Background: an optimization exercise with open tools, aiming at small area. Do not read the settings as production practice. Only simulation tests tie the RTL to the original design; equivalence was not proved. Power figures rest on the tool's default switching activity, not on a simulated workload.

### flow/run.sh
#!/bin/bash
# synth_recipe.tcl (not shown) runs the flow's synth.tcl, then flattens the netlist and writes it again
# the make line also repeats each setting of config.mk as NAME=value (left out here)
make -C /OpenROAD-flow-scripts/flow DESIGN_CONFIG=/design/flow/config.mk WORK_HOME=/design/flow/orfs CLKGATE_MAP_FILE= SYNTH_SCRIPT=/design/flow/synth_recipe.tcl finish
### flow/config.mk
export PLATFORM = sky130hd
export DESIGN_NAME = thick_line_rasterizer_top
export DESIGN_NICKNAME = thick_line_rasterizer_top
export VERILOG_FILES = /design/flow/design.v
export SDC_FILE = /design/flow/constraint.sdc
export NUM_CORES = 4
export LEC_CHECK = 0
export CAP_MARGIN = 20
export CORE_MARGIN = 2
export CORE_UTILIZATION = 40
export PLACE_DENSITY = 0.6
export SLEW_MARGIN = 20
### flow/constraint.sdc
create_clock -name core_clock -period 8.0 [get_ports {i_clk}]
set_input_delay 1.6000 -clock core_clock [delete_from_list [all_inputs] [get_ports {i_clk}]]
set_output_delay 1.6000 -clock core_clock [all_outputs]
set_load 0.01 [all_outputs]
### flow/design.v
package tlr_pkg;
    localparam int COORD_BITS = 9;
    localparam int THICK_BITS = 8;
    localparam int COLOR_BITS = 16;
    localparam int WIN_BITS   = 10;
    localparam int COUNT_BITS = 17;
    localparam int ERR_BITS   = COORD_BITS + 1;
    localparam int IN_BITS    = 4 * COORD_BITS + THICK_BITS + COLOR_BITS;
    localparam int IN_BYTES   = (IN_BITS + 7) / 8;
    localparam int OUT_BITS   = 4 * WIN_BITS + COUNT_BITS + COLOR_BITS;
    localparam int OUT_BYTES  = (OUT_BITS + 7) / 8;
    localparam logic ACT_LOAD = 1'b0;
    localparam logic ACT_STEP = 1'b1;
    typedef logic [COORD_BITS-1:0] t_coord;
endpackage
module tlr_line_setup
(
    input  tlr_pkg::t_coord                 i_x0,
    input  tlr_pkg::t_coord                 i_y0,
    input  tlr_pkg::t_coord                 i_x1,
    input  tlr_pkg::t_coord                 i_y1,
    output tlr_pkg::t_coord                 o_x,       
    output tlr_pkg::t_coord                 o_y,
    output tlr_pkg::t_coord                 o_dmaj,    
    output tlr_pkg::t_coord                 o_dmin,    
    output tlr_pkg::t_coord                 o_ddif,    
    output logic [tlr_pkg::ERR_BITS-1:0]    o_err,     
    output logic                            o_ymaj,
    output logic                            o_mneg     
);
    logic [tlr_pkg::COORD_BITS:0] dx;
    logic [tlr_pkg::COORD_BITS:0] dy;
    logic [tlr_pkg::COORD_BITS:0] e;
    tlr_pkg::t_coord              adx;
    tlr_pkg::t_coord              ady;
    logic                         sx;
    logic                         sy;
    logic                         swap;
    always_comb begin
        dx   = {1'b0, i_x1} - {1'b0, i_x0};
        dy   = {1'b0, i_y1} - {1'b0, i_y0};
        sx   = dx[tlr_pkg::COORD_BITS];
        sy   = dy[tlr_pkg::COORD_BITS];
        adx  = sx ? tlr_pkg::COORD_BITS'(-dx) : dx[tlr_pkg::COORD_BITS-1:0];
        ady  = sy ? tlr_pkg::COORD_BITS'(-dy) : dy[tlr_pkg::COORD_BITS-1:0];
        e    = {1'b0, ady} - {1'b0, adx};
        o_ymaj = !e[tlr_pkg::COORD_BITS];
        o_dmaj = o_ymaj ? ady : adx;
        o_dmin = o_ymaj ? adx : ady;
        o_ddif = o_ymaj ? e[tlr_pkg::COORD_BITS-1:0] : tlr_pkg::COORD_BITS'(-e);
        o_err  = {2'b11, ~o_dmaj[tlr_pkg::COORD_BITS-1:1]};
        o_mneg = sx ^ sy;
        swap   = o_ymaj ? sy : sx;
        o_x    = swap ? i_x1 : i_x0;
        o_y    = swap ? i_y1 : i_y0;
    end
endmodule
module tlr_step_unit
(
    input  tlr_pkg::t_coord                 i_x,
    input  tlr_pkg::t_coord                 i_y,
    input  tlr_pkg::t_coord                 i_rem,
    input  logic [tlr_pkg::ERR_BITS-1:0]    i_err,
    input  tlr_pkg::t_coord                 i_dmin,
    input  tlr_pkg::t_coord                 i_ddif,
    input  logic                            i_ymaj,
    input  logic                            i_mneg,
    input  logic                            i_fresh,   
    output tlr_pkg::t_coord                 o_x,
    output tlr_pkg::t_coord                 o_y,
    output tlr_pkg::t_coord                 o_rem,
    output logic [tlr_pkg::ERR_BITS-1:0]    o_err,
    output logic                            o_straight,
    output logic                            o_done
);
    logic pos;
    logic xmove;
    logic ymove;
    always_comb begin
        o_straight = (i_dmin == '0);
        o_done     = o_straight || (i_rem == '0);
        pos        = !i_err[tlr_pkg::ERR_BITS-1];
        xmove      = !i_ymaj || pos;
        ymove      = i_ymaj || pos;
        o_x   = !xmove ? i_x : ((i_ymaj && i_mneg) ? i_x - 1'b1 : i_x + 1'b1);
        o_y   = !ymove ? i_y : ((!i_ymaj && i_mneg) ? i_y - 1'b1 : i_y + 1'b1);
        o_rem = i_rem - 1'b1;
        o_err = (pos && !i_fresh) ? i_err - {1'b0, i_ddif} : i_err + {1'b0, i_dmin};
    end
endmodule
module tlr_count_mul(input [7:0] a, input [8:0] b, output [16:0] p);
    wire pp_0_0, pp_0_1, pp_0_2, pp_0_3, pp_0_4, pp_0_5, pp_0_6, pp_0_7, pp_0_8, pp_1_0, pp_1_1, pp_1_2, pp_1_3, pp_1_4, pp_1_5, pp_1_6, pp_1_7, pp_1_8, pp_2_0, pp_2_1, pp_2_2, pp_2_3, pp_2_4, pp_2_5, pp_2_6, pp_2_7, pp_2_8, pp_3_0, pp_3_1, pp_3_2, pp_3_3, pp_3_4, pp_3_5, pp_3_6, pp_3_7, pp_3_8, pp_4_0, pp_4_1, pp_4_2, pp_4_3, pp_4_4, pp_4_5, pp_4_6, pp_4_7, pp_4_8, pp_5_0, pp_5_1, pp_5_2, pp_5_3, pp_5_4, pp_5_5, pp_5_6, pp_5_7, pp_5_8, pp_6_0, pp_6_1, pp_6_2, pp_6_3, pp_6_4, pp_6_5, pp_6_6, pp_6_7, pp_6_8, pp_7_0, pp_7_1, pp_7_2, pp_7_3, pp_7_4, pp_7_5, pp_7_6, pp_7_7, pp_7_8, hs1, hc1, fs2, fc2, hs3, hc3, fs4, fc4, fs5, fc5, hs6, hc6, fs7, fc7, fs8, fc8, hs9, hc9, fs10, fc10, fs11, fc11, fs12, fc12, hs13, hc13, fs14, fc14, hs15, hc15, fs16, fc16, fs17, fc17, fs18, fc18, fs19, fc19, fs20, fc20, fs21, fc21, fs22, fc22, fs23, fc23, fs24, fc24, fs25, fc25, fs26, fc26, fs27, fc27, fs28, fc28, fs29, fc29, fs30, fc30, hs31, hc31, fs32, fc32, fs33, fc33, fs34, fc34, fs35, fc35, fs36, fc36, fs37, fc37, fs38, fc38, fs39, fc39, fs40, fc40, fs41, fc41, fs42, fc42, hs43, hc43, fs44, fc44, fs45, fc45, fs46, fc46, fs47, fc47, fs48, fc48, fs49, fc49, fs50, fc50, fs51, fc51, fs52, fc52, fs53, fc53, fs54, fc54, fs55, fc55, fs56, fc56, hs57, hc57, fs58, fc58, fs59, fc59, fs60, fc60, fs61, fc61, fs62, fc62, fs63, fc63, fs64, fc64, fs65, fc65, fs66, fc66, fs67, fc67, fs68, fc68, fs69, fc69, fs70, fc70, fs71, fc71, fs72, fc72;
    assign pp_0_0 = a[0] & b[0];
    assign pp_0_1 = a[0] & b[1];
    assign pp_0_2 = a[0] & b[2];
    assign pp_0_3 = a[0] & b[3];
    assign pp_0_4 = a[0] & b[4];
    assign pp_0_5 = a[0] & b[5];
    assign pp_0_6 = a[0] & b[6];
    assign pp_0_7 = a[0] & b[7];
    assign pp_0_8 = a[0] & b[8];
    assign pp_1_0 = a[1] & b[0];
    assign pp_1_1 = a[1] & b[1];
    assign pp_1_2 = a[1] & b[2];
    assign pp_1_3 = a[1] & b[3];
    assign pp_1_4 = a[1] & b[4];
    assign pp_1_5 = a[1] & b[5];
    assign pp_1_6 = a[1] & b[6];
    assign pp_1_7 = a[1] & b[7];
    assign pp_1_8 = a[1] & b[8];
    assign pp_2_0 = a[2] & b[0];
    assign pp_2_1 = a[2] & b[1];
    assign pp_2_2 = a[2] & b[2];
    assign pp_2_3 = a[2] & b[3];
    assign pp_2_4 = a[2] & b[4];
    assign pp_2_5 = a[2] & b[5];
    assign pp_2_6 = a[2] & b[6];
    assign pp_2_7 = a[2] & b[7];
    assign pp_2_8 = a[2] & b[8];
    assign pp_3_0 = a[3] & b[0];
    assign pp_3_1 = a[3] & b[1];
    assign pp_3_2 = a[3] & b[2];
    assign pp_3_3 = a[3] & b[3];
    assign pp_3_4 = a[3] & b[4];
    assign pp_3_5 = a[3] & b[5];
    assign pp_3_6 = a[3] & b[6];
    assign pp_3_7 = a[3] & b[7];
    assign pp_3_8 = a[3] & b[8];
    assign pp_4_0 = a[4] & b[0];
    assign pp_4_1 = a[4] & b[1];
    assign pp_4_2 = a[4] & b[2];
    assign pp_4_3 = a[4] & b[3];
    assign pp_4_4 = a[4] & b[4];
    assign pp_4_5 = a[4] & b[5];
    assign pp_4_6 = a[4] & b[6];
    assign pp_4_7 = a[4] & b[7];
    assign pp_4_8 = a[4] & b[8];
    assign pp_5_0 = a[5] & b[0];
    assign pp_5_1 = a[5] & b[1];
    assign pp_5_2 = a[5] & b[2];
    assign pp_5_3 = a[5] & b[3];
    assign pp_5_4 = a[5] & b[4];
    assign pp_5_5 = a[5] & b[5];
    assign pp_5_6 = a[5] & b[6];
    assign pp_5_7 = a[5] & b[7];
    assign pp_5_8 = a[5] & b[8];
    assign pp_6_0 = a[6] & b[0];
    assign pp_6_1 = a[6] & b[1];
    assign pp_6_2 = a[6] & b[2];
    assign pp_6_3 = a[6] & b[3];
    assign pp_6_4 = a[6] & b[4];
    assign pp_6_5 = a[6] & b[5];
    assign pp_6_6 = a[6] & b[6];
    assign pp_6_7 = a[6] & b[7];
    assign pp_6_8 = a[6] & b[8];
    assign pp_7_0 = a[7] & b[0];
    assign pp_7_1 = a[7] & b[1];
    assign pp_7_2 = a[7] & b[2];
    assign pp_7_3 = a[7] & b[3];
    assign pp_7_4 = a[7] & b[4];
    assign pp_7_5 = a[7] & b[5];
    assign pp_7_6 = a[7] & b[6];
    assign pp_7_7 = a[7] & b[7];
    assign pp_7_8 = a[7] & b[8];
    assign hs1 = pp_0_5 ^ pp_1_4;
    assign hc1 = pp_0_5 & pp_1_4;
    assign fs2 = pp_0_6 ^ pp_1_5 ^ pp_2_4;
    assign fc2 = (pp_0_6 & pp_1_5) | (pp_2_4 & (pp_0_6 ^ pp_1_5));
    assign hs3 = pp_3_3 ^ pp_4_2;
    assign hc3 = pp_3_3 & pp_4_2;
    assign fs4 = pp_0_7 ^ pp_1_6 ^ pp_2_5;
    assign fc4 = (pp_0_7 & pp_1_6) | (pp_2_5 & (pp_0_7 ^ pp_1_6));
    assign fs5 = pp_3_4 ^ pp_4_3 ^ pp_5_2;
    assign fc5 = (pp_3_4 & pp_4_3) | (pp_5_2 & (pp_3_4 ^ pp_4_3));
    assign hs6 = pp_6_1 ^ pp_7_0;
    assign hc6 = pp_6_1 & pp_7_0;
    assign fs7 = pp_0_8 ^ pp_1_7 ^ pp_2_6;
    assign fc7 = (pp_0_8 & pp_1_7) | (pp_2_6 & (pp_0_8 ^ pp_1_7));
    assign fs8 = pp_3_5 ^ pp_4_4 ^ pp_5_3;
    assign fc8 = (pp_3_5 & pp_4_4) | (pp_5_3 & (pp_3_5 ^ pp_4_4));
    assign hs9 = pp_6_2 ^ pp_7_1;
    assign hc9 = pp_6_2 & pp_7_1;
    assign fs10 = pp_1_8 ^ pp_2_7 ^ pp_3_6;
    assign fc10 = (pp_1_8 & pp_2_7) | (pp_3_6 & (pp_1_8 ^ pp_2_7));
    assign fs11 = pp_4_5 ^ pp_5_4 ^ pp_6_3;
    assign fc11 = (pp_4_5 & pp_5_4) | (pp_6_3 & (pp_4_5 ^ pp_5_4));
    assign fs12 = pp_2_8 ^ pp_3_7 ^ pp_4_6;
    assign fc12 = (pp_2_8 & pp_3_7) | (pp_4_6 & (pp_2_8 ^ pp_3_7));
    assign hs13 = pp_0_3 ^ pp_1_2;
    assign hc13 = pp_0_3 & pp_1_2;
    assign fs14 = pp_0_4 ^ pp_1_3 ^ pp_2_2;
    assign fc14 = (pp_0_4 & pp_1_3) | (pp_2_2 & (pp_0_4 ^ pp_1_3));
    assign hs15 = pp_3_1 ^ pp_4_0;
    assign hc15 = pp_3_1 & pp_4_0;
    assign fs16 = hs1 ^ pp_2_3 ^ pp_3_2;
    assign fc16 = (hs1 & pp_2_3) | (pp_3_2 & (hs1 ^ pp_2_3));
    assign fs17 = pp_4_1 ^ pp_5_0 ^ a[5];
    assign fc17 = (pp_4_1 & pp_5_0) | (a[5] & (pp_4_1 ^ pp_5_0));
    assign fs18 = hc1 ^ fs2 ^ hs3;
    assign fc18 = (hc1 & fs2) | (hs3 & (hc1 ^ fs2));
    assign fs19 = pp_5_1 ^ pp_6_0 ^ a[6];
    assign fc19 = (pp_5_1 & pp_6_0) | (a[6] & (pp_5_1 ^ pp_6_0));
    assign fs20 = fc2 ^ hc3 ^ fs4;
    assign fc20 = (fc2 & hc3) | (fs4 & (fc2 ^ hc3));
    assign fs21 = fs5 ^ hs6 ^ a[7];
    assign fc21 = (fs5 & hs6) | (a[7] & (fs5 ^ hs6));
    assign fs22 = fc4 ^ fc5 ^ hc6;
    assign fc22 = (fc4 & fc5) | (hc6 & (fc4 ^ fc5));
    assign fs23 = fs7 ^ fs8 ^ hs9;
    assign fc23 = (fs7 & fs8) | (hs9 & (fs7 ^ fs8));
    assign fs24 = fc7 ^ fc8 ^ hc9;
    assign fc24 = (fc7 & fc8) | (hc9 & (fc7 ^ fc8));
    assign fs25 = fs10 ^ fs11 ^ pp_7_2;
    assign fc25 = (fs10 & fs11) | (pp_7_2 & (fs10 ^ fs11));
    assign fs26 = fc10 ^ fc11 ^ fs12;
    assign fc26 = (fc10 & fc11) | (fs12 & (fc10 ^ fc11));
    assign fs27 = pp_5_5 ^ pp_6_4 ^ pp_7_3;
    assign fc27 = (pp_5_5 & pp_6_4) | (pp_7_3 & (pp_5_5 ^ pp_6_4));
    assign fs28 = fc12 ^ pp_3_8 ^ pp_4_7;
    assign fc28 = (fc12 & pp_3_8) | (pp_4_7 & (fc12 ^ pp_3_8));
    assign fs29 = pp_5_6 ^ pp_6_5 ^ pp_7_4;
    assign fc29 = (pp_5_6 & pp_6_5) | (pp_7_4 & (pp_5_6 ^ pp_6_5));
    assign fs30 = pp_4_8 ^ pp_5_7 ^ pp_6_6;
    assign fc30 = (pp_4_8 & pp_5_7) | (pp_6_6 & (pp_4_8 ^ pp_5_7));
    assign hs31 = pp_0_2 ^ pp_1_1;
    assign hc31 = pp_0_2 & pp_1_1;
    assign fs32 = hs13 ^ pp_2_1 ^ pp_3_0;
    assign fc32 = (hs13 & pp_2_1) | (pp_3_0 & (hs13 ^ pp_2_1));
    assign fs33 = hc13 ^ fs14 ^ hs15;
    assign fc33 = (hc13 & fs14) | (hs15 & (hc13 ^ fs14));
    assign fs34 = fc14 ^ hc15 ^ fs16;
    assign fc34 = (fc14 & hc15) | (fs16 & (fc14 ^ hc15));
    assign fs35 = fc16 ^ fc17 ^ fs18;
    assign fc35 = (fc16 & fc17) | (fs18 & (fc16 ^ fc17));
    assign fs36 = fc18 ^ fc19 ^ fs20;
    assign fc36 = (fc18 & fc19) | (fs20 & (fc18 ^ fc19));
    assign fs37 = fc20 ^ fc21 ^ fs22;
    assign fc37 = (fc20 & fc21) | (fs22 & (fc20 ^ fc21));
    assign fs38 = fc22 ^ fc23 ^ fs24;
    assign fc38 = (fc22 & fc23) | (fs24 & (fc22 ^ fc23));
    assign fs39 = fc24 ^ fc25 ^ fs26;
    assign fc39 = (fc24 & fc25) | (fs26 & (fc24 ^ fc25));
    assign fs40 = fc26 ^ fc27 ^ fs28;
    assign fc40 = (fc26 & fc27) | (fs28 & (fc26 ^ fc27));
    assign fs41 = fc28 ^ fc29 ^ fs30;
    assign fc41 = (fc28 & fc29) | (fs30 & (fc28 ^ fc29));
    assign fs42 = fc30 ^ pp_5_8 ^ pp_6_7;
    assign fc42 = (fc30 & pp_5_8) | (pp_6_7 & (fc30 ^ pp_5_8));
    assign hs43 = pp_0_1 ^ pp_1_0;
    assign hc43 = pp_0_1 & pp_1_0;
    assign fs44 = hs31 ^ pp_2_0 ^ a[2];
    assign fc44 = (hs31 & pp_2_0) | (a[2] & (hs31 ^ pp_2_0));
    assign fs45 = hc31 ^ fs32 ^ a[3];
    assign fc45 = (hc31 & fs32) | (a[3] & (hc31 ^ fs32));
    assign fs46 = fc32 ^ fs33 ^ a[4];
    assign fc46 = (fc32 & fs33) | (a[4] & (fc32 ^ fs33));
    assign fs47 = fc33 ^ fs34 ^ fs17;
    assign fc47 = (fc33 & fs34) | (fs17 & (fc33 ^ fs34));
    assign fs48 = fc34 ^ fs35 ^ fs19;
    assign fc48 = (fc34 & fs35) | (fs19 & (fc34 ^ fs35));
    assign fs49 = fc35 ^ fs36 ^ fs21;
    assign fc49 = (fc35 & fs36) | (fs21 & (fc35 ^ fs36));
    assign fs50 = fc36 ^ fs37 ^ fs23;
    assign fc50 = (fc36 & fs37) | (fs23 & (fc36 ^ fs37));
    assign fs51 = fc37 ^ fs38 ^ fs25;
    assign fc51 = (fc37 & fs38) | (fs25 & (fc37 ^ fs38));
    assign fs52 = fc38 ^ fs39 ^ fs27;
    assign fc52 = (fc38 & fs39) | (fs27 & (fc38 ^ fs39));
    assign fs53 = fc39 ^ fs40 ^ fs29;
    assign fc53 = (fc39 & fs40) | (fs29 & (fc39 ^ fs40));
    assign fs54 = fc40 ^ fs41 ^ pp_7_5;
    assign fc54 = (fc40 & fs41) | (pp_7_5 & (fc40 ^ fs41));
    assign fs55 = fc41 ^ fs42 ^ pp_7_6;
    assign fc55 = (fc41 & fs42) | (pp_7_6 & (fc41 ^ fs42));
    assign fs56 = fc42 ^ pp_6_8 ^ pp_7_7;
    assign fc56 = (fc42 & pp_6_8) | (pp_7_7 & (fc42 ^ pp_6_8));
    assign hs57 = pp_0_0 ^ a[0];
    assign hc57 = pp_0_0 & a[0];
    assign fs58 = hs43 ^ a[1] ^ hc57;
    assign fc58 = (hs43 & a[1]) | (hc57 & (hs43 ^ a[1]));
    assign fs59 = hc43 ^ fs44 ^ fc58;
    assign fc59 = (hc43 & fs44) | (fc58 & (hc43 ^ fs44));
    assign fs60 = fc44 ^ fs45 ^ fc59;
    assign fc60 = (fc44 & fs45) | (fc59 & (fc44 ^ fs45));
    assign fs61 = fc45 ^ fs46 ^ fc60;
    assign fc61 = (fc45 & fs46) | (fc60 & (fc45 ^ fs46));
    assign fs62 = fc46 ^ fs47 ^ fc61;
    assign fc62 = (fc46 & fs47) | (fc61 & (fc46 ^ fs47));
    assign fs63 = fc47 ^ fs48 ^ fc62;
    assign fc63 = (fc47 & fs48) | (fc62 & (fc47 ^ fs48));
    assign fs64 = fc48 ^ fs49 ^ fc63;
    assign fc64 = (fc48 & fs49) | (fc63 & (fc48 ^ fs49));
    assign fs65 = fc49 ^ fs50 ^ fc64;
    assign fc65 = (fc49 & fs50) | (fc64 & (fc49 ^ fs50));
    assign fs66 = fc50 ^ fs51 ^ fc65;
    assign fc66 = (fc50 & fs51) | (fc65 & (fc50 ^ fs51));
    assign fs67 = fc51 ^ fs52 ^ fc66;
    assign fc67 = (fc51 & fs52) | (fc66 & (fc51 ^ fs52));
    assign fs68 = fc52 ^ fs53 ^ fc67;
    assign fc68 = (fc52 & fs53) | (fc67 & (fc52 ^ fs53));
    assign fs69 = fc53 ^ fs54 ^ fc68;
    assign fc69 = (fc53 & fs54) | (fc68 & (fc53 ^ fs54));
    assign fs70 = fc54 ^ fs55 ^ fc69;
    assign fc70 = (fc54 & fs55) | (fc69 & (fc54 ^ fs55));
    assign fs71 = fc55 ^ fs56 ^ fc70;
    assign fc71 = (fc55 & fs56) | (fc70 & (fc55 ^ fs56));
    assign fs72 = fc56 ^ pp_7_8 ^ fc71;
    assign fc72 = (fc56 & pp_7_8) | (fc71 & (fc56 ^ pp_7_8));
    assign p = {fc72, fs72, fs71, fs70, fs69, fs68, fs67, fs66, fs65, fs64, fs63, fs62, fs61, fs60, fs59, fs58, hs57};
endmodule
module thick_line_rasterizer_top
(
    input  logic                   i_clk,
    input  logic                   i_rst_n,
    input  logic                   s_axis_tvalid,
    output logic                   s_axis_tready,
    input  logic [8*tlr_pkg::IN_BYTES-1:0]  s_axis_tdata,
    input  logic                   s_axis_tuser,
    output logic                   m_axis_tvalid,
    input  logic                   m_axis_tready,
    output logic [8*tlr_pkg::OUT_BYTES-1:0] m_axis_tdata,
    output logic                   m_axis_tlast
);
    localparam int CB = tlr_pkg::COORD_BITS;
    localparam int TB = tlr_pkg::THICK_BITS;
    localparam int WB = tlr_pkg::WIN_BITS;
    logic                          r_pend;
    logic                          r_busy;
    logic                          r_fresh;     
    tlr_pkg::t_coord               r_x;
    tlr_pkg::t_coord               r_y;
    tlr_pkg::t_coord               r_rem;
    logic [tlr_pkg::ERR_BITS-1:0]  r_err;
    tlr_pkg::t_coord               r_dmin;
    tlr_pkg::t_coord               r_ddif;
    logic                          r_ymaj;
    logic                          r_mneg;
    logic [TB-1:0]                 r_thick;
    logic [tlr_pkg::COLOR_BITS-1:0] r_color;
    logic                          r_out_valid;
    tlr_pkg::t_coord               r_out_col;
    tlr_pkg::t_coord               r_out_row;
    tlr_pkg::t_coord               r_out_len;
    logic                          r_out_hspan;
    logic                          r_out_vspan;
    logic [TB-1:0]                 r_out_thick;
    logic [tlr_pkg::COLOR_BITS-1:0] r_out_color;
    logic                          r_out_last;
    logic [tlr_pkg::COUNT_BITS-1:0] r_out_count;
    tlr_pkg::t_coord               set_x, set_y, set_dmaj, set_dmin, set_ddif;
    logic [tlr_pkg::ERR_BITS-1:0]  set_err;
    logic                          set_ymaj, set_mneg;
    tlr_pkg::t_coord               nxt_x, nxt_y, nxt_rem;
    logic [tlr_pkg::ERR_BITS-1:0]  nxt_err;
    logic                          straight;
    logic                          done;
    logic                          accept;
    logic                          load;
    logic                          step;
    logic                          busy_next;
    tlr_line_setup u_setup (
        .i_x0   (s_axis_tdata[CB-1:0]),
        .i_y0   (s_axis_tdata[2*CB-1:CB]),
        .i_x1   (s_axis_tdata[3*CB-1:2*CB]),
        .i_y1   (s_axis_tdata[4*CB-1:3*CB]),
        .o_x    (set_x),
        .o_y    (set_y),
        .o_dmaj (set_dmaj),
        .o_dmin (set_dmin),
        .o_ddif (set_ddif),
        .o_err  (set_err),
        .o_ymaj (set_ymaj),
        .o_mneg (set_mneg)
    );
    tlr_step_unit u_step (
        .i_x        (r_x),
        .i_y        (r_y),
        .i_rem      (r_rem),
        .i_err      (r_err),
        .i_dmin     (r_dmin),
        .i_ddif     (r_ddif),
        .i_ymaj     (r_ymaj),
        .i_mneg     (r_mneg),
        .i_fresh    (r_fresh),
        .o_x        (nxt_x),
        .o_y        (nxt_y),
        .o_rem      (nxt_rem),
        .o_err      (nxt_err),
        .o_straight (straight),
        .o_done     (done)
    );
    assign s_axis_tready = !r_pend || !r_out_valid || m_axis_tready;
    assign accept        = s_axis_tvalid && s_axis_tready && i_rst_n;
    assign load          = accept && (s_axis_tuser == tlr_pkg::ACT_LOAD);
    assign step          = r_pend && (!r_out_valid || m_axis_tready);
    assign busy_next     = load || (step ? !done : r_busy);
    always_ff @(posedge i_clk) begin
        if (!i_rst_n) begin
            r_pend      <= 1'b0;
            r_busy      <= 1'b0;
            r_out_valid <= 1'b0;
        end else begin
            if (s_axis_tready) begin
                r_pend <= s_axis_tvalid && (s_axis_tuser == tlr_pkg::ACT_STEP) && busy_next;
            end
            r_busy <= busy_next;
            if (step) begin
                r_out_valid <= 1'b1;
            end else if (m_axis_tready) begin
                r_out_valid <= 1'b0;
            end
        end
    end
    always_ff @(posedge i_clk) begin
        r_fresh <= load;
        if (load) begin
            r_x     <= set_x;
            r_y     <= set_y;
            r_rem   <= set_dmaj;
            r_err   <= set_err;
            r_dmin  <= set_dmin;
            r_ddif  <= set_ddif;
            r_ymaj  <= set_ymaj;
            r_mneg  <= set_mneg;
            r_thick <= s_axis_tdata[4*CB+TB-1:4*CB];
            r_color <= s_axis_tdata[tlr_pkg::IN_BITS-1:4*CB+TB];
        end else if (step) begin
            r_x     <= nxt_x;
            r_y     <= nxt_y;
            r_rem   <= nxt_rem;
            r_err   <= nxt_err;
        end else if (r_fresh) begin
            r_err   <= nxt_err;
        end
        if (step) begin
            r_out_col   <= r_x;
            r_out_row   <= r_y;
            r_out_len   <= r_rem;
            r_out_hspan <= straight && !r_ymaj;
            r_out_vspan <= straight && r_ymaj;
            r_out_thick <= r_thick;
            r_out_color <= r_color;
            r_out_last  <= done;
            r_out_count <= count;
        end
    end
    logic [CB-1:0]                  mul_b;
    logic [tlr_pkg::COUNT_BITS-1:0] count;
    always_comb begin
        mul_b = straight ? r_rem : CB'(r_thick - 1'b1);
    end
    tlr_count_mul u_mul (
        .a (r_thick),
        .b (mul_b),
        .p (count)
    );
    logic [WB-1:0]                 w_minus1;
    logic [WB-1:0]                 col_ext;
    logic [WB-1:0]                 row_ext;
    logic [WB-1:0]                 col_last;
    logic [WB-1:0]                 row_last;
    always_comb begin
        w_minus1 = WB'(r_out_thick) - WB'(1);
        col_ext  = r_out_hspan ? WB'(r_out_len) : w_minus1;
        row_ext  = r_out_vspan ? WB'(r_out_len) : w_minus1;
        col_last = WB'(r_out_col) + col_ext;
        row_last = WB'(r_out_row) + row_ext;
    end
    assign m_axis_tvalid = r_out_valid;
    assign m_axis_tlast  = r_out_last;
    assign m_axis_tdata  = {(8*tlr_pkg::OUT_BYTES-tlr_pkg::OUT_BITS)'(0), r_out_color, r_out_count,
                            row_last, col_last, WB'(r_out_row), WB'(r_out_col)};
endmodule
==> results by group, run 1 <==
Timing
  • Slew @ Worst Pin: 0.9003 ns
  • Final Setup Violations: 0
  • Slew HR: 39.98%
  • Final min period: 7.633 ns
  • Fin Hold WS: 0.4206 ns
  • Fin Setup TNS: 0 ns
  • Final slew viol count: 0
  • FMAX: 131.0 MHz
  • Final worst-path cycle share: 95.41%
  • Worst Skew: 0.01351 ns
  • RSZ-0062 raised after global routing: false
  • Final hold violation count: 0

Finish
  • Fillers: 2640
  • Fraction of layout cells with a size suffix above 1: 7.472%
  • ANT cells: 0
  • Register cell area after layout: 4624 µm²
  • Net count, final: 1470
  • Syn-to-layout area delta: 21.20%
  • Final Non-Filler Cells: 1642
  • Multi-input gate area: 6546 µm²

Detailed routing
  • DR WL met2: 12.51 mm
  • Count of antenna-violating nets left after detailed routing: 0
  • WL final: 25.58 mm
  • Wire length on met3: 845 µm
  • Wire length on met1: 11.60 mm
  • Routed wire per std cell: 15.58 µm
  • Routed via count: 8226
  • # DRC: 0
  • DR pass1 iterations: 5
  • Drt via density: 5.010
  • Max Used Layer: met4
  • Initial drt markers: 392

Clocking
  • Post-CTS Setup Inserts: 0
  • CTS tree: yes
  • CTS Buffer Depth: 2
  • Clk sinks: 156
  • Clock latency on the worst-skew pair: 0.43 ns
  • Inserted Clock Buffers: 17
  • H-Tree Depth: 4
  • CTS Hold Bufs: 0
  • Clk slew on worst S/H paths: 0.08 ns
  • Root buffer cell: clkbuf_16

Yosys
  • Post-Syn Area: 11780 µm²
  • Most used DFF post-synth: edfxtp_1
  • Number of synthesized flops with an enable pin: 150
  • Sequential fraction of the synthesis area: 39.24%
  • Asr flop ratio synth: 0%
  • Synth cell types: 60
  • Dominant cells by area after synthesis: edfxtp_1 (38%), fa_1 (12%), ha_1 (9.0%)
  • Top cell type's share of synthesized area: 38.22%
  • Synth area leader: edfxtp_1
  • Syn Area/Cell: 10.74 µm²
  • Seq cells post-synth: 156
  • Ys Warns: 3
  • Post-Syn Instances: 1097

Setup path
  • R2r startpoint: r_dmin[0]$_DFFE_PP_
  • Highest-delay cell along the critical path: fa_1
  • WS Path Type: flop to flop
  • WP buf/inv: 7
  • Reg2Reg Setup Slack: 0.37 ns
  • Max incr delay on CP: 0.56 ns
  • CP max FO: 7
  • Setup crit end kind: flop
  • Critical path's top delay family: adder cells
  • WP data required: 8.17 ns
  • RR Endpoint: r_out_count[15]$_DFFE_PP_
  • Reg2reg path depth: 29
  • Crit start category: flop
  • Cell mode on critical path: fa_1
  • CP arrival: 7.80 ns

Floorplanning
  • Die Ht: 175.6 µm
  • Chip width: 175.6 µm
  • Starting Density: 40.83%
  • Rows: 62
  • # IOs: 152
  • Full die area: 30850 µm²
  • Core area: 28860 µm²

Min path
  • Hold Path Cell Cnt: 0
  • HP Class: flop to flop
  • Critical hold path startpoint: r_color[11]$_DFFE_PP_
  • Hold worst-path end: r_out_color[11]$_DFFE_PP_

Pwr
  • Max rail drop VDD: 0.0001231 V
  • Total power draw: 3.515 mW
  • Pwr Density: 246.1 nW/µm²
  • Leakage: 5.844 nW

Global route
  • Initial antenna violation count: 0
  • Largest net degree at the start of global routing: 74
  • Vias in the first global route: 8189
  • Gr usage total: 17.16%
  • Total global routing overflow: 0
  • First-pass GRT wire length: 41.70 mm

Job
  • Max_cap viols: 0

Place
  • Port buffer count: 138
  • Final HPWL DP: 20.26 mm
  • Placed cell count: 1610
  • Routability Congestion: 0.8323

Status
  • Outcome: finished clean
-- flip-flops by register name (all words and copies together), names as in the netlist --
signal,count
r_ymaj,1
r_out_row,9
r_out_len,9
r_err,10
r_busy,1
r_mneg,1
r_out_hspan,1
r_out_col,9
r_pend,1
r_rem,9
r_y,9
r_out_valid,1
r_out_vspan,1
r_out_last,1
r_ddif,9
r_x,9
r_dmin,9
r_color,16
r_out_thick,8
r_fresh,1
r_out_count,17
r_out_color,16
r_thick,8
-- per-stage QoR --
step           cell area, µm²  utilization, %  setup WS [ns]
2_1_floorplan           11810               -         0.2466
3_3_place_gp            13630           47.23         0.1323
3_5_place_dp            13630           47.23       -0.03574
4_1_cts                 14250           49.37        0.03218
5_1_grt                 14280           49.49       0.005836
6_report                14280           49.49         0.3671
-- layout make-up --
| cell class | instances | share of cell area (%) |
|---|---|---|
| Multi-Input combinational cell | 786 | 45.83 |
| Clock inverter | 15 | 1.323 |
| Timing Repair Buffer | 161 | 10.88 |
| Inverter | 123 | 3.241 |
| Tap cell | 384 | 3.364 |
| Clock buffer | 17 | 2.979 |
| Sequential cell | 156 | 32.38 |
-- worst max-delay path by stage --
stage                                   start                   endpoint  slack [ns]  depth (start not counted)
final                     r_dmin[0]$_DFFE_PP_  r_out_count[15]$_DFFE_PP_        0.37                         29
after global routing      r_dmin[0]$_DFFE_PP_  r_out_count[15]$_DFFE_PP_       0.006                         29
after CTS                 r_dmin[0]$_DFFE_PP_  r_out_count[15]$_DFFE_PP_        0.03                         29
after detailed placement  r_dmin[0]$_DFFE_PP_  r_out_count[15]$_DFFE_PP_       -0.04                         29
after global placement    r_dmin[0]$_DFFE_PP_  r_out_count[15]$_DFFE_PP_        0.13                         28
after floorplan           r_dmin[0]$_DFFE_PP_  r_out_count[15]$_DFFE_PP_        0.25                         29
-- what timing repair did --
| item | in CTS | in global routing |
|---|---|---|
| endpoints found under the setup margin | 1 | 3 |
| pin swaps | 0 | 2 |
| resized for setup | 1 | 7 |
-- routing by layer --
layer  GRT usage [%]  vias up
met2           29.63      171
met1           22.07     3960
li1                -     4064
met4           5.923        0
met5               0        -
met3           2.489       31
-- power by group --
group	switching [mW]	total [mW]	internal (mW)	leakage (nW)
sequential	0.0443	1.12	1.08	1.41
clock	0.396	0.824	0.428	0.299
combinational	0.863	1.57	0.709	4.13
total	1.30	3.52	2.21	5.84
-- synthesized netlist by cell type (all sizes together), types with 4 or more instances --
cell     count
edfxtp     150
inv        123
ha          85
nand2       80
a21oi       79
nor2        74
xnor2       73
fa          71
o21ai       40
and2        39
mux2i       35
xor2        32
buf         21
clkbuf      19
mux2        17
nor3        16
a21o        15
o21bai      13
nand3       12
nand2b      10
nor2b        9
nor4         9
and3         8
dfxtp        6
o211ai       6
o21a         6
a31oi        5
or3          5
o2111ai      4
-- kinds of logic (layout without fill, tap and decap cells) --
group,after synthesis,count (layout),synth area share [%]
other,1,9,0.03182
flip-flops,156,156,39.24
AND/OR/NAND/NOR,277,277,11.47
XOR/XNOR,105,105,7.804
AO/OA/AOI/OAI,187,187,9.949
multiplexers,52,52,4.598
buffers and inverters,163,316,5.819
adder cells (fa/ha/maj),156,156,21.09
-- layout by cell type, fill, tap and decap left out, types with 12 or more instances in the layout --
cell type        instances
edfxtp_1               150
fa_1                    70
clkdlybuf4s50_1        138
xnor2_1                 73
nand2_1                 79
and2_1                  39
nor3_1                  15
buf_4                   23
nand3_1                 12
inv_1                  121
nor2_1                  74
clkbuf_16               17
mux2i_1                 34
o21bai_1                13
ha_1                    84
a21oi_1                 77
a21o_1                  15
xor2_1                  32
o21ai_0                 32
mux2_2                  17
==> run 2, diff against run 1 <==
==> flow/flow/run.sh (new file) <==
#!/bin/bash
# Own layout flow: the standard synthesis with one change, its ABC mapping script (a deeper,
# area-oriented one, and no separate full-adder extraction), then the standard layout with
# smaller port buffers and no dummy clock loads. Registers come out exactly as in the standard
# synthesis. Each tool's output goes to a log file of its own in this folder.
set -euo pipefail
W=$PWD
F=$W/flow
export MY_ABC_SCRIPT=${MY_ABC_SCRIPT:-$F/abc_area.script}
export MY_NO_FA=${MY_NO_FA:-1}
bash standard.sh SYNTH_SCRIPT=$F/synth.tcl \
    "BUFFER_PORTS_ARGS=-buffer_cell sky130_fd_sc_hd__buf_1" \
    "CTS_ARGS=-sink_clustering_enable -repair_clock_nets -dont_use_dummy_load" \
    finish > $W/flow_make.log 2>&1
==> flow/flow/abc_area.script (new file) <==
strash
&get -n
&deepsyn -T 30
&put
dch -f
map -a
topo
==> flow/flow/synth.tcl (new file) <==
proc synth {args} { yosys synth -nofsm -noshare {*}$args }
proc abc {args} {
  set i [lsearch $args -script]
  if {$i >= 0} { lset args [expr {$i + 1}] $::env(MY_ABC_SCRIPT) }
  yosys abc {*}$args
}
if {[info exists ::env(MY_NO_FA)] && $::env(MY_NO_FA)} {
  proc extract_fa {args} { }
}
source $::env(SCRIPTS_DIR)/synth.tcl
# left out here: clear keep_hierarchy, flatten, clean up, hide names made inside functions, write 1_2_yosys.v
==> flow/standard.sh (new file) <==
#!/bin/bash
# synth_recipe.tcl (not shown) runs the flow's synth.tcl, then flattens the netlist and writes it again
# the make line also repeats each setting of config.mk as NAME=value (left out here)
make -C /OpenROAD-flow-scripts/flow DESIGN_CONFIG=/design/flow/config.mk WORK_HOME=/design/flow/orfs CLKGATE_MAP_FILE= SYNTH_SCRIPT=/design/flow/synth_recipe.tcl "${@:-finish}"
removed: flow/run.sh
==> results by group, run 2 <==
Timing
  • Final setup margin: 0.7867 ns
  • Final worst-path cycle share: 90.17%
  • Worst Skew: 0.03087 ns
  • FMAX: 138.6 MHz
  • Final Setup Violations: 0
  • Final hold violation count: 0
  • Fin Hold WS: 0.4059 ns
  • Final min period: 7.213 ns
  • Final slew viol count: 0
  • Slew @ Worst Pin: 0.9465 ns
  • Slew HR: 36.90%

Finish
  • Top flop regs: r_out_count x17, r_color x16, r_out_color x16
  • Largest Register: r_out_count
  • ANT cells: 0
  • Final Util: 46.69%
  • Most common cell after layout, fill and taps aside: nand2_1
  • Fraction of layout cells with a size suffix above 1: 6.916%
  • Net count, final: 1676
  • Largest register FFs: 17
  • Commonest cells after routing, fill and taps aside: nand2_1 (270), nor2_1 (239), clkinv_1 (205)
  • Syn-to-layout area delta: 14.52%

Setup path
  • Cell mode on critical path: nor2_1
  • Setup crit end kind: flop
  • Reg2reg path depth: 40
  • CP arrival: 7.36 ns
  • Critical Path Source: s_axis_tdata[9]
  • Highest-delay cell along the critical path: xor2_1
  • WS Path Type: input port to flop
  • Max incr delay on CP: 0.29 ns
  • Critical path endpoint: r_ddif[8]$_DFFE_PP_
  • CP max FO: 21
  • R2r startpoint: r_dmin[1]$_DFFE_PP_
  • Reg2Reg Setup Slack: 0.79 ns
  • RR Endpoint: r_out_count[15]$_DFFE_PP_
  • Crit start category: input port
  • WP data required: 8.14 ns

Yosys
  • Post-Syn Area: 11020 µm²
  • Cell with the most instances after synthesis: nand2_1
  • Synth cell types: 38
  • Ys Warns: 3
  • Post-Syn Instances: 1422
  • Sequential fraction of the synthesis area: 41.97%
  • Top cell type's share of synthesized area: 40.88%
  • Number of synthesized flops with an enable pin: 150
  • Most used DFF post-synth: edfxtp_1
  • Asr flop ratio synth: 0%
  • Dominant cells by area after synthesis: edfxtp_1 (41%), nand2_1 (9.2%), xor2_1 (8.3%)
  • Seq cells post-synth: 156
  • Synth cell count leaders: nand2_1 (270), nor2_1 (240), clkinv_1 (208)
  • Synth area leader: edfxtp_1
  • Syn Area/Cell: 7.748 µm²

Detailed routing
  • Wire length on met3: 1.056 mm
  • WL final: 26.16 mm
  • Initial drt markers: 468
  • Wire length on met1: 11.80 mm
  • Routed via count: 9603
  • # DRC: 0
  • Count of antenna-violating nets left after detailed routing: 0
  • Routed wire per std cell: 13.44 µm
  • Max Used Layer: met4
  • Drt via density: 4.935
  • DR pass1 iterations: 5
  • DR WL met2: 12.92 mm

Clocking
  • CTS Hold Bufs: 0
  • Clk slew on worst S/H paths: 0.08 ns
  • CTS tree: yes
  • Clock latency on the worst-skew pair: 0.43 ns
  • Clk sinks: 156
  • Inserted Clock Buffers: 17
  • CTS Buffer Depth: 2
  • H-Tree Depth: 4
  • Root buffer cell: clkbuf_16

Global route
  • Largest net degree at the start of global routing: 73
  • Gr usage total: 18.50%
  • First-pass GRT wire length: 42.57 mm
  • Initial antenna violation count: 0
  • Vias in the first global route: 8935
  • Total global routing overflow: 0

Pwr
  • Sw power: 1.068 mW
  • Combinational power share: 41.0%
  • Int Power: 1.887 mW
  • Max rail drop VDD: 0.0001443 V
  • Sequential share of power: 36.7%
  • Pwr Density: 234.2 nW/µm²
  • Clock power share: 22.3%
  • Total power draw: 2.955 mW
  • Net Sw Frac: 36.15%
  • Leakage: 4.780 nW

Place
  • Worst slack, placed: 0.1370 ns
  • Port buffer count: 138
  • Routability Congestion: 0.8574
  • Final HPWL DP: 20.18 mm

Min path
  • HP Class: flop to flop
  • Hold Path Cell Cnt: 0

Floorplanning
  • Rows: 60
  • Starting Density: 40.77%
  • # IOs: 152
  • Core area: 27030 µm²
  • Die Ht: 170.0 µm
  • Chip width: 170.0 µm
  • Full die area: 28890 µm²

Status
  • Outcome: finished clean

Job
  • Max_cap viols: 0
[run 2: cell types whose count changed after synthesis, moves of 39 or more]
cell / previous run / this run
ha_1: 85 / 0
fa_1: 71 / 0
xor2_1: 32 / 104
inv_1: 123 / 0
clkinv_1: 0 / 208
o21ai_0: 33 / 113
nor2_1: 74 / 240
and2_1: 39 / 0
nand2_1: 79 / 270
[run 2: worst min path at each step]
stage | startpoint | endpoint | slack, ns
after floorplan | r_color[0]$_DFFE_PP_ | r_out_color[0]$_DFFE_PP_ | 0.40
after global placement | r_color[5]$_DFFE_PP_ | r_out_color[5]$_DFFE_PP_ | 0.40
after detailed placement | r_color[15]$_DFFE_PP_ | r_out_color[15]$_DFFE_PP_ | 0.40
after CTS | r_color[14]$_DFFE_PP_ | r_out_color[14]$_DFFE_PP_ | 0.41
after global routing | r_color[14]$_DFFE_PP_ | r_out_color[14]$_DFFE_PP_ | 0.40
final | r_color[15]$_DFFE_PP_ | r_out_color[15]$_DFFE_PP_ | 0.41
[run 2: power groups by stage]
stage               registers [mW]  clock network (mW)  logic, mW
floorplan                     1.09                   0      0.916
global placement              1.10                   0       1.16
CTS                           1.08               0.676       1.20
global route                  1.09               0.708       1.38
detailed placement            1.10                   0       1.19
finish                        1.08               0.660       1.21
[run 2: cells by family after synthesis]
logic type      synth area share [%]
flops                          41.97
fa+ha+maj                      1.272
simple gates                   23.06
xor+xnor                       12.88
buf+inv                        7.699
compound gates                 13.08
other cells                  0.03404
[run 2: cell type report]
class                   instances  area (µm²)
flip-flops and latches        156        4624
inverters                     208       782.0
multi-input cells            1057        5624
clock buffers                  17       425.4
repair buffers                167       735.7
fillers                      2673       14410
well taps                     341       426.7
[run 2: metal layers]
layer	vias to the layer above	global-route usage, %
li1	5025	-
met1	4356	23.45
met2	190	32.72
met3	32	2.977
met4	0	5.054
met5	-	0
[run 2: repair_timing]
| action | 4_1_cts | 5_1_grt |
|---|---|---|
| endpoints found under the setup margin | 0 | 24 |
| gates resized for setup | 0 | 13 |
| hold endpoints to repair | 0 | 0 |
| setup buffers | 0 | 2 |
[run 2: worst max-delay path: cells and delay by family]
family                    cells  cell delay [ns]
and+or+nand+nor              19             1.88
AOI/OAI and AO/OA            18             2.63
buffers and inverters         7             0.85
xor gates and xnor gates      2             0.37
[run 2: stage by stage]
step	instances	TNS, ns	cell area, µm²
after floorplan	1430	0	11050
after CTS	1944	0	12560
after global placement	1927	0	12130
final	1946	0	12620
after global routing	1946	-0.1312	12620
after detailed placement	1927	0	12140
==> run 3, diff against run 2 <==
--- a/flow/design.v
+++ b/flow/design.v
@@ -89,7 +89,7 @@
     end
 endmodule
 module tlr_count_mul(input [7:0] a, input [8:0] b, output [16:0] p);
-    wire pp_0_0, pp_0_1, pp_0_2, pp_0_3, pp_0_4, pp_0_5, pp_0_6, pp_0_7, pp_0_8, pp_1_0, pp_1_1, pp_1_2, pp_1_3, pp_1_4, pp_1_5, pp_1_6, pp_1_7, pp_1_8, pp_2_0, pp_2_1, pp_2_2, pp_2_3, pp_2_4, pp_2_5, pp_2_6, pp_2_7, pp_2_8, pp_3_0, pp_3_1, pp_3_2, pp_3_3, pp_3_4, pp_3_5, pp_3_6, pp_3_7, pp_3_8, pp_4_0, pp_4_1, pp_4_2, pp_4_3, pp_4_4, pp_4_5, pp_4_6, pp_4_7, pp_4_8, pp_5_0, pp_5_1, pp_5_2, pp_5_3, pp_5_4, pp_5_5, pp_5_6, pp_5_7, pp_5_8, pp_6_0, pp_6_1, pp_6_2, pp_6_3, pp_6_4, pp_6_5, pp_6_6, pp_6_7, pp_6_8, pp_7_0, pp_7_1, pp_7_2, pp_7_3, pp_7_4, pp_7_5, pp_7_6, pp_7_7, pp_7_8, hs1, hc1, fs2, fc2, hs3, hc3, fs4, fc4, fs5, fc5, hs6, hc6, fs7, fc7, fs8, fc8, hs9, hc9, fs10, fc10, fs11, fc11, fs12, fc12, hs13, hc13, fs14, fc14, hs15, hc15, fs16, fc16, fs17, fc17, fs18, fc18, fs19, fc19, fs20, fc20, fs21, fc21, fs22, fc22, fs23, fc23, fs24, fc24, fs25, fc25, fs26, fc26, fs27, fc27, fs28, fc28, fs29, fc29, fs30, fc30, hs31, hc31, fs32, fc32, fs33, fc33, fs34, fc34, fs35, fc35, fs36, fc36, fs37, fc37, fs38, fc38, fs39, fc39, fs40, fc40, fs41, fc41, fs42, fc42, hs43, hc43, fs44, fc44, fs45, fc45, fs46, fc46, fs47, fc47, fs48, fc48, fs49, fc49, fs50, fc50, fs51, fc51, fs52, fc52, fs53, fc53, fs54, fc54, fs55, fc55, fs56, fc56, hs57, hc57, fs58, fc58, fs59, fc59, fs60, fc60, fs61, fc61, fs62, fc62, fs63, fc63, fs64, fc64, fs65, fc65, fs66, fc66, fs67, fc67, fs68, fc68, fs69, fc69, fs70, fc70, fs71, fc71, fs72, fc72;
+    wire pp_0_0, pp_0_1, pp_0_2, pp_0_3, pp_0_4, pp_0_5, pp_0_6, pp_0_7, pp_0_8, pp_1_0, pp_1_1, pp_1_2, pp_1_3, pp_1_4, pp_1_5, pp_1_6, pp_1_7, pp_1_8, pp_2_0, pp_2_1, pp_2_2, pp_2_3, pp_2_4, pp_2_5, pp_2_6, pp_2_7, pp_2_8, pp_3_0, pp_3_1, pp_3_2, pp_3_3, pp_3_4, pp_3_5, pp_3_6, pp_3_7, pp_3_8, pp_4_0, pp_4_1, pp_4_2, pp_4_3, pp_4_4, pp_4_5, pp_4_6, pp_4_7, pp_4_8, pp_5_0, pp_5_1, pp_5_2, pp_5_3, pp_5_4, pp_5_5, pp_5_6, pp_5_7, pp_5_8, pp_6_0, pp_6_1, pp_6_2, pp_6_3, pp_6_4, pp_6_5, pp_6_6, pp_6_7, pp_6_8, pp_7_0, pp_7_1, pp_7_2, pp_7_3, pp_7_4, pp_7_5, pp_7_6, pp_7_7, pp_7_8, hs1, hc1, fs2, fc2, hs3, hc3, fs4, fc4, fs5, fc5, hs6, hc6, fs7, fc7, fs8, fc8, hs9, hc9, fs10, fc10, fs11, fc11, fs12, fc12, hs13, hc13, fs14, fc14, hs15, hc15, fs16, fc16, fs17, fc17, fs18, fc18, fs19, fc19, fs20, fc20, fs21, fc21, fs22, fc22, fs23, fc23, fs24, fc24, fs25, fc25, fs26, fc26, fs27, fc27, fs28, fc28, fs29, fc29, fs30, fc30, hs31, hc31, fs32, fc32, fs33, fc33, fs34, fc34, fs35, fc35, fs36, fc36, fs37, fc37, fs38, fc38, fs39, fc39, fs40, fc40, fs41, fc41, fs42, fc42, hs43, hc43, fs44, fc44, fs45, fc45, fs46, fc46, fs47, fc47, fs48, fc48, fs49, fc49, fs50, fc50, fs51, fc51, fs52, fc52, fs53, fc53, fs54, fc54, fs55, fc55, fs56, fc56;
     assign pp_0_0 = a[0] & b[0];
     assign pp_0_1 = a[0] & b[1];
     assign pp_0_2 = a[0] & b[2];
@@ -274,39 +274,9 @@
     assign fc55 = (fc41 & fs42) | (pp_7_6 & (fc41 ^ fs42));
     assign fs56 = fc42 ^ pp_6_8 ^ pp_7_7;
     assign fc56 = (fc42 & pp_6_8) | (pp_7_7 & (fc42 ^ pp_6_8));
-    assign hs57 = pp_0_0 ^ a[0];
-    assign hc57 = pp_0_0 & a[0];
-    assign fs58 = hs43 ^ a[1] ^ hc57;
-    assign fc58 = (hs43 & a[1]) | (hc57 & (hs43 ^ a[1]));
-    assign fs59 = hc43 ^ fs44 ^ fc58;
-    assign fc59 = (hc43 & fs44) | (fc58 & (hc43 ^ fs44));
-    assign fs60 = fc44 ^ fs45 ^ fc59;
-    assign fc60 = (fc44 & fs45) | (fc59 & (fc44 ^ fs45));
-    assign fs61 = fc45 ^ fs46 ^ fc60;
-    assign fc61 = (fc45 & fs46) | (fc60 & (fc45 ^ fs46));
-    assign fs62 = fc46 ^ fs47 ^ fc61;
-    assign fc62 = (fc46 & fs47) | (fc61 & (fc46 ^ fs47));
-    assign fs63 = fc47 ^ fs48 ^ fc62;
-    assign fc63 = (fc47 & fs48) | (fc62 & (fc47 ^ fs48));
-    assign fs64 = fc48 ^ fs49 ^ fc63;
-    assign fc64 = (fc48 & fs49) | (fc63 & (fc48 ^ fs49));
-    assign fs65 = fc49 ^ fs50 ^ fc64;
-    assign fc65 = (fc49 & fs50) | (fc64 & (fc49 ^ fs50));
-    assign fs66 = fc50 ^ fs51 ^ fc65;
-    assign fc66 = (fc50 & fs51) | (fc65 & (fc50 ^ fs51));
-    assign fs67 = fc51 ^ fs52 ^ fc66;
-    assign fc67 = (fc51 & fs52) | (fc66 & (fc51 ^ fs52));
-    assign fs68 = fc52 ^ fs53 ^ fc67;
-    assign fc68 = (fc52 & fs53) | (fc67 & (fc52 ^ fs53));
-    assign fs69 = fc53 ^ fs54 ^ fc68;
-    assign fc69 = (fc53 & fs54) | (fc68 & (fc53 ^ fs54));
-    assign fs70 = fc54 ^ fs55 ^ fc69;
-    assign fc70 = (fc54 & fs55) | (fc69 & (fc54 ^ fs55));
-    assign fs71 = fc55 ^ fs56 ^ fc70;
-    assign fc71 = (fc55 & fs56) | (fc70 & (fc55 ^ fs56));
-    assign fs72 = fc56 ^ pp_7_8 ^ fc71;
-    assign fc72 = (fc56 & pp_7_8) | (fc71 & (fc56 ^ pp_7_8));
-    assign p = {fc72, fs72, fs71, fs70, fs69, fs68, fs67, fs66, fs65, fs64, fs63, fs62, fs61, fs60, fs59, fs58, hs57};
+    wire [16:0] r1 = {1'b0, fc56, fc55, fc54, fc53, fc52, fc51, fc50, fc49, fc48, fc47, fc46, fc45, fc44, hc43, hs43, pp_0_0};
+    wire [16:0] r2 = {1'b0, pp_7_8, fs56, fs55, fs54, fs53, fs52, fs51, fs50, fs49, fs48, fs47, fs46, fs45, fs44, a[1], a[0]};
+    assign p = r1 + r2;
 endmodule
 module thick_line_rasterizer_top
 (
@@ -346,7 +316,6 @@
     logic [TB-1:0]                 r_out_thick;
     logic [tlr_pkg::COLOR_BITS-1:0] r_out_color;
     logic                          r_out_last;
-    logic [tlr_pkg::COUNT_BITS-1:0] r_out_count;
     tlr_pkg::t_coord               set_x, set_y, set_dmaj, set_dmin, set_ddif;
     logic [tlr_pkg::ERR_BITS-1:0]  set_err;
     logic                          set_ymaj, set_mneg;
@@ -441,33 +410,30 @@
             r_out_thick <= r_thick;
             r_out_color <= r_color;
             r_out_last  <= done;
-            r_out_count <= count;
         end
     end
+    logic [WB-1:0]                  w_minus1;
+    logic [WB-1:0]                  col_ext;
+    logic [WB-1:0]                  row_ext;
+    logic [WB-1:0]                  col_last;
+    logic [WB-1:0]                  row_last;
     logic [CB-1:0]                  mul_b;
     logic [tlr_pkg::COUNT_BITS-1:0] count;
     always_comb begin
-        mul_b = straight ? r_rem : CB'(r_thick - 1'b1);
-    end
-    tlr_count_mul u_mul (
-        .a (r_thick),
-        .b (mul_b),
-        .p (count)
-    );
-    logic [WB-1:0]                 w_minus1;
-    logic [WB-1:0]                 col_ext;
-    logic [WB-1:0]                 row_ext;
-    logic [WB-1:0]                 col_last;
-    logic [WB-1:0]                 row_last;
-    always_comb begin
         w_minus1 = WB'(r_out_thick) - WB'(1);
         col_ext  = r_out_hspan ? WB'(r_out_len) : w_minus1;
         row_ext  = r_out_vspan ? WB'(r_out_len) : w_minus1;
         col_last = WB'(r_out_col) + col_ext;
         row_last = WB'(r_out_row) + row_ext;
+        mul_b    = (r_out_hspan || r_out_vspan) ? r_out_len : w_minus1[CB-1:0];
     end
+    tlr_count_mul u_mul (
+        .a (r_out_thick),
+        .b (mul_b),
+        .p (count)
+    );
     assign m_axis_tvalid = r_out_valid;
     assign m_axis_tlast  = r_out_last;
-    assign m_axis_tdata  = {(8*tlr_pkg::OUT_BYTES-tlr_pkg::OUT_BITS)'(0), r_out_color, r_out_count,
+    assign m_axis_tdata  = {(8*tlr_pkg::OUT_BYTES-tlr_pkg::OUT_BITS)'(0), r_out_color, count,
                             row_last, col_last, WB'(r_out_row), WB'(r_out_col)};
 endmodule
==> flow/flow/abc_area.script (replaced) <==
strash
&get -n
&deepsyn -T 30
&put
dch -f
amap -F 3 -A 8
topo
==> results by group, run 3 <==
Setup path
  • Max incr delay on CP: 0.45 ns
  • Highest-delay cell along the critical path: edfxtp_1
  • Setup crit end kind: primary output
  • CP arrival: 5.87 ns
  • Crit start category: flop
  • WS Path Type: flop to primary output
  • CP max FO: 8
  • WP data required: 6.40 ns
  • Cell mode on critical path: o22a_1

Finish
  • Top flop regs: r_color x16, r_out_color x16, r_err x10
  • Fillers: 2390
  • Design area: 11410 µm²
  • Final Util: 48.75%
  • Net count, final: 1524
  • Most common cell after layout, fill and taps aside: nor2_1
  • Commonest cells after routing, fill and taps aside: nor2_1 (236), o21ai_0 (166), nand2_1 (161)
  • ANT cells: 0
  • Syn-to-layout area delta: 20.11%
  • Fraction of layout cells with a size suffix above 1: 8.396%

Detailed routing
  • DR pass1 iterations: 5
  • # DRC: 0
  • Initial drt markers: 725
  • Routed via count: 9408
  • Drt via density: 5.309
  • Routed wire per std cell: 15.03 µm
  • Count of antenna-violating nets left after detailed routing: 0
  • WL final: 26.64 mm

Yosys
  • Cell with the most instances after synthesis: nor2_1
  • Post-Syn Area: 9499 µm²
  • Seq cells post-synth: 139
  • Syn Area/Cell: 7.654 µm²
  • Top cell type's share of synthesized area: 42.04%
  • Synth area leader: edfxtp_1
  • Number of synthesized flops with an enable pin: 133
  • Post-Syn Instances: 1241
  • Synth cell count leaders: nor2_1 (248), o21ai_0 (186), nand2_1 (161)
  • Synth cell types: 43
  • Asr flop ratio synth: 0%
  • Sequential fraction of the synthesis area: 43.31%
  • Ys Warns: 3
  • Dominant cells by area after synthesis: edfxtp_1 (42%), o21ai_0 (9.8%), nor2_1 (9.8%)
  • Most used DFF post-synth: edfxtp_1

Timing
  • Final slew viol count: 0
  • FMAX: 133.9 MHz
  • Final hold violation count: 0
  • Slew HR: 31.02%
  • Worst Skew: 0.02714 ns
  • Final min period: 7.468 ns
  • Final worst-path cycle share: 93.34%
  • RSZ-0062 raised after global routing: true
  • Slew @ Worst Pin: 1.030 ns
  • Final setup margin: 0.5324 ns
  • Final Setup Violations: 0

Pwr
  • Leakage: 3.959 nW
  • Max rail drop VDD: 0.0001358 V
  • Pwr Density: 190.1 nW/µm²
  • Total power draw: 2.169 mW

Global route
  • Vias in the first global route: 8378
  • Initial antenna violation count: 0
  • Total global routing overflow: 0
  • Largest net degree at the start of global routing: 70
  • Gr usage total: 21.61%
  • First-pass GRT wire length: 42.06 mm

Place
  • Final HPWL DP: 21.05 mm
  • Routability Congestion: 0.8783
  • Placed inst area: 10760 µm²
  • Port buffer count: 138
  • Worst slack, placed: 0.01130 ns

Floorplanning
  • Chip width: 158.1 µm
  • Full die area: 25000 µm²
  • Core area: 23400 µm²
  • Rows: 56
  • Starting Density: 40.59%
  • Die Ht: 158.1 µm
  • # IOs: 152

Clocking
  • Clk sinks: 139
  • H-Tree Depth: 4
  • Root buffer cell: clkbuf_16
  • Inserted Clock Buffers: 17
  • CTS Buffer Depth: 2
  • Clock latency on the worst-skew pair: 0.42 ns
  • Clk slew on worst S/H paths: 0.06 ns
  • CTS Hold Bufs: 0
  • CTS tree: yes

Job
  • Max_cap viols: 0

Status
  • Outcome: finished clean

Min path
  • HP Class: flop to flop
-- run 3: through the flow --
step | hold WS (ns) | TNS [ns] | cells
3_5_place_dp | 0.4045 | 0 | 1746
2_1_floorplan | 0.4003 | 0 | 1249
4_1_cts | 0.4064 | 0 | 1763
6_report | 0.4053 | 0 | 1772
3_3_place_gp | 0.4009 | 0 | 1745
5_1_grt | 0.4181 | -0.1689 | 1772
-- run 3: final timing paths --
path,slack [ns],start,cells past startpoint,to
hold reg to reg,0.41,r_color[12]$_DFFE_PP_,0,r_out_color[12]$_DFFE_PP_
setup reg to reg,3.45,r_err[9]$_SDFFE_PP1P_,19,r_err[9]$_SDFFE_PP1P_
hold / removal,0.41,r_color[12]$_DFFE_PP_,0,r_out_color[12]$_DFFE_PP_
setup / recovery,0.53,r_out_thick[0]$_DFFE_PP_,33,m_axis_tdata[55]
-- run 3: repair_timing --
item,in CTS,in global routing
gates resized for setup,1,64
pin swaps,0,5
buffers inserted,0,9
setup endpoints to repair,1,34
-- run 3: cell type report --
cell class | instances | area, µm² | share of cell area [%]
sequential | 139 | 4114 | 36.06
timing repair buffer | 196 | 952.2 | 8.345
multi-input combinational | 973 | 5039 | 44.16
inverter | 128 | 480.5 | 4.211
tap | 319 | 399.1 | 3.498
clock buffer | 17 | 425.4 | 3.728
-- run 3: power by group --
part / switching, mW / internal, mW / leakage [nW] / total (mW)
Clock: 0.249 / 0.367 / 0.209 / 0.615
Sequential: 0.0265 / 0.875 / 1.27 / 0.901
Combinational: 0.398 / 0.254 / 2.48 / 0.652
Total: 0.673 / 1.50 / 3.96 / 2.17
-- run 3: logic make-up (layout without fill, tap and decap cells) --
| family | count (synthesis) | count (layout) | synth area share, % |
|---|---|---|---|
| simple gates | 451 | 451 | 18.72 |
| flops | 139 | 139 | 43.31 |
| buf+inv | 137 | 341 | 5.769 |
| xor+xnor | 4 | 4 | 0.3689 |
| other cells | 1 | 9 | 0.03948 |
| compound gates | 509 | 509 | 31.80 |
-- run 3: critical path: cells and delay by family, from the launching register on --
family | cells | cell delay (ns)
and+or+nand+nor | 12 | 1.53
AOI/OAI and AO/OA | 18 | 3.02
DFF | 1 | 0.45
buffers and inverters | 3 | 0.45
-- run 3: per-layer routing --
layer	GRT usage (%)	vias to the layer above	share of wire (%)
met2	38.22	209	50
met5	0	-	0
met4	5.320	0	1.3
met3	3.203	19	4.4
met1	27.78	4225	44
li1	-	4955	-
==> run 4, diff against run 3 <==
--- a/flow/design.v
+++ b/flow/design.v
@@ -47,7 +47,7 @@
         o_ymaj = !e[tlr_pkg::COORD_BITS];
         o_dmaj = o_ymaj ? ady : adx;
         o_dmin = o_ymaj ? adx : ady;
-        o_ddif = o_ymaj ? e[tlr_pkg::COORD_BITS-1:0] : tlr_pkg::COORD_BITS'(-e);
+        o_ddif = o_dmaj - o_dmin;
         o_err  = {2'b11, ~o_dmaj[tlr_pkg::COORD_BITS-1:1]};
         o_mneg = sx ^ sy;
         swap   = o_ymaj ? sy : sx;
==> flow/flow/run.sh (replaced) <==
#!/bin/bash
# Own layout flow: the standard synthesis with one change, its ABC mapping script (a deeper,
# area-oriented one, and no separate full-adder extraction), then the standard layout with
# smaller port buffers (buf_1) and a clock tree of clkbuf_8 without dummy loads. Registers
# come out exactly as in the standard synthesis. Each tool's output goes to a log file of its own in
# this folder.
set -euo pipefail
W=$PWD
F=$W/flow
export MY_ABC_SCRIPT=${MY_ABC_SCRIPT:-$F/abc_area.script}
export MY_NO_FA=${MY_NO_FA:-1}
bash standard.sh SYNTH_SCRIPT=$F/synth.tcl \
    "BUFFER_PORTS_ARGS=-buffer_cell sky130_fd_sc_hd__buf_1" \
    "CTS_ARGS=-sink_clustering_enable -repair_clock_nets -dont_use_dummy_load -buf_list sky130_fd_sc_hd__clkbuf_8 -root_buf sky130_fd_sc_hd__clkbuf_8" \
    finish > $W/flow_make.log 2>&1
==> results by group, run 4 <==
Status
  • Outcome: finished clean

Detailed routing
  • Drt via density: 5.336
  • WL final: 26.62 mm
  • Count of antenna-violating nets left after detailed routing: 0
  • DR pass1 iterations: 6
  • Routed via count: 9504
  • Routed wire per std cell: 14.94 µm
  • Initial drt markers: 665

Clocking
  • H-Tree Depth: 4
  • Inserted Clock Buffers: 17
  • CTS Hold Bufs: 0
  • Clk slew on worst S/H paths: 0.08 ns
  • Root buffer cell: clkbuf_8

Yosys
  • Post-Synth Adder-Cell Area: 0%
  • Synth Area in Compound Gates: 31.84%
  • Post-synthesis mux area share: 0%
  • Top cell type's share of synthesized area: 42.27%
  • Syn Area/Cell: 7.712 µm²
  • Synth Area in Simple Gates: 18.12%
  • Largest family of logic cells by synthesized area: compound AO/OA/AOI/OAI gates
  • Synth area leader: edfxtp_1
  • Cell with the most instances after synthesis: nor2_1
  • Post-Syn Area: 9448 µm²
  • Number of synthesized flops with an enable pin: 133
  • Synth cell types: 38
  • Most used DFF post-synth: edfxtp_1
  • Seq cells post-synth: 139

Floorplanning
  • Core area: 23330 µm²
  • Chip width: 157.7 µm
  • Rows: 56
  • # IOs: 152
  • Starting Density: 40.49%
  • Full die area: 24860 µm²

Timing
  • Fin Setup TNS: 0 ns
  • Slew HR: 42.95%
  • Final hold violation count: 0
  • Slew @ Worst Pin: 0.8558 ns
  • Final slew viol count: 0
  • FMAX: 133.1 MHz
  • Final min period: 7.516 ns
  • Worst Skew: 0.03535 ns
  • Final worst-path cycle share: 93.94%
  • Final Setup Violations: 0
  • Final setup margin: 0.4844 ns

Pwr
  • Max rail drop VDD: 0.00009718 V
  • Leakage: 3.991 nW

Job
  • Max_cap viols: 0

Setup path
  • CP arrival: 5.92 ns
  • WS Path Type: flop to primary output
  • R2r startpoint: r_err[9]$_SDFFE_PP1P_
  • Max incr delay on CP: 0.42 ns
  • Highest-delay cell along the critical path: edfxtp_1
  • WP data required: 6.40 ns
  • Crit start category: flop
  • Setup crit end kind: primary output
  • Reg2Reg Setup Slack: 3.95 ns

Finish
  • Commonest cells after routing, fill and taps aside: nor2_1 (214), nand2_1 (151), o21ai_0 (141)
  • Syn-to-layout area delta: 21.64%
  • Most common cell after layout, fill and taps aside: nor2_1
  • Design area: 11490 µm²
  • Top flop regs: r_color x16, r_out_color x16, r_err x10
  • Net count, final: 1533

Place
  • Placed inst area: 10880 µm²
  • Routability Congestion: 0.8769
  • Port buffer count: 138

Min path
  • Critical hold path startpoint: r_thick[6]$_DFFE_PP_
  • HP Class: flop to flop

Global route
  • Gr usage total: 21.42%
  • Initial antenna violation count: 0
  • First-pass GRT wire length: 41.63 mm
  • Largest net degree at the start of global routing: 71
## run 4: cell types whose count changed in the layout (fill, tap and decap cells not counted), moves of 6 or more
cell | previous run | this run
clkbuf_16 | 17 | 0
buf_4 | 57 | 83
nor2_1 | 236 | 214
clkbuf_8 | 0 | 17
o21ai_2 | 5 | 11
nand3_1 | 7 | 1
o21ai_0 | 166 | 141
nand2_1 | 161 | 151
clkinv_1 | 124 | 132
a21oi_1 | 111 | 105
o21ai_1 | 15 | 29
nor2_2 | 12 | 20
## run 4: layer usage
metal	vias to the layer above	GRT usage [%]	wire length [µm]
li1	4950	-	-
met1	4275	27.50	11730
met2	245	37.66	13020
met3	34	3.340	1408
met4	0	5.411	456
met5	-	0	0
## run 4: what timing repair did
item,4_1_cts,5_1_grt
setup endpoints to repair,3,21
endpoints found under the hold margin,0,0
resized for setup,12,107
setup buffers,1,11
pin swaps,2,23
## run 4: worst paths after layout
check / end / cells after the start
max reg2reg: r_err[9]$_SDFFE_PP1P_ / 22
min: r_out_thick[6]$_DFFE_PP_ / 0
min reg2reg: r_out_thick[6]$_DFFE_PP_ / 0
max: m_axis_tdata[55] / 39
## run 4: through the flow
| stage | instances | power, mW | hold slack, ns | utilization (%) |
|---|---|---|---|---|
| 3_3_place_gp | 1752 | 1.552 | 0.4011 | 46.58 |
| 6_report | 1781 | 2.002 | 0.4198 | 49.25 |
| 3_5_place_dp | 1752 | 1.567 | 0.4045 | 46.61 |
| 2_1_floorplan | 1233 | 1.340 | 0.4003 | - |
| 4_1_cts | 1770 | 1.984 | 0.4211 | 47.75 |
| 5_1_grt | 1781 | 2.138 | 0.4277 | 49.25 |
## run 4: layout make-up
type | instances | area [µm²] | share of cell area [%]
clock buffers | 17 | 234.0 | 2.036
inverters | 140 | 526.8 | 4.584
multi-input cells | 945 | 5075 | 44.16
flip-flops and latches | 139 | 4114 | 35.80
well taps | 319 | 399.1 | 3.473
repair buffers | 221 | 1144 | 9.951
## run 4: power breakdown
part	switching, mW	internal, mW	leakage (nW)	total (mW)
clock	0.228	0.187	0.122	0.415
sequential	0.0288	0.873	1.27	0.902
combinational	0.406	0.279	2.60	0.685
## run 4: worst max-delay path, delay by kind of cell, from the launching register on
kind                   cells  cell delay [ns]
AOI/OAI and AO/OA         17             2.59
and+or+nand+nor           16             1.90
buffers and inverters      6             0.57
DFF                        1             0.42
## run 4: logic make-up (layout without fill, tap and decap cells)
group,after synthesis,count (layout)
AOI/OAI and AO/OA,503,503
and+or+nand+nor,431,431
buffers and inverters,149,378
DFF,139,139
xor gates and xnor gates,2,2
other,1,9

Setup slack of run 4, layout unchanged: 0.484 ns with ideal ports, 0.446 ns with driving cells assumed (clock clkbuf_16, inputs buf_2), 0.258 ns with port delays also shifted by the 0.474 ns mid clock arrival.
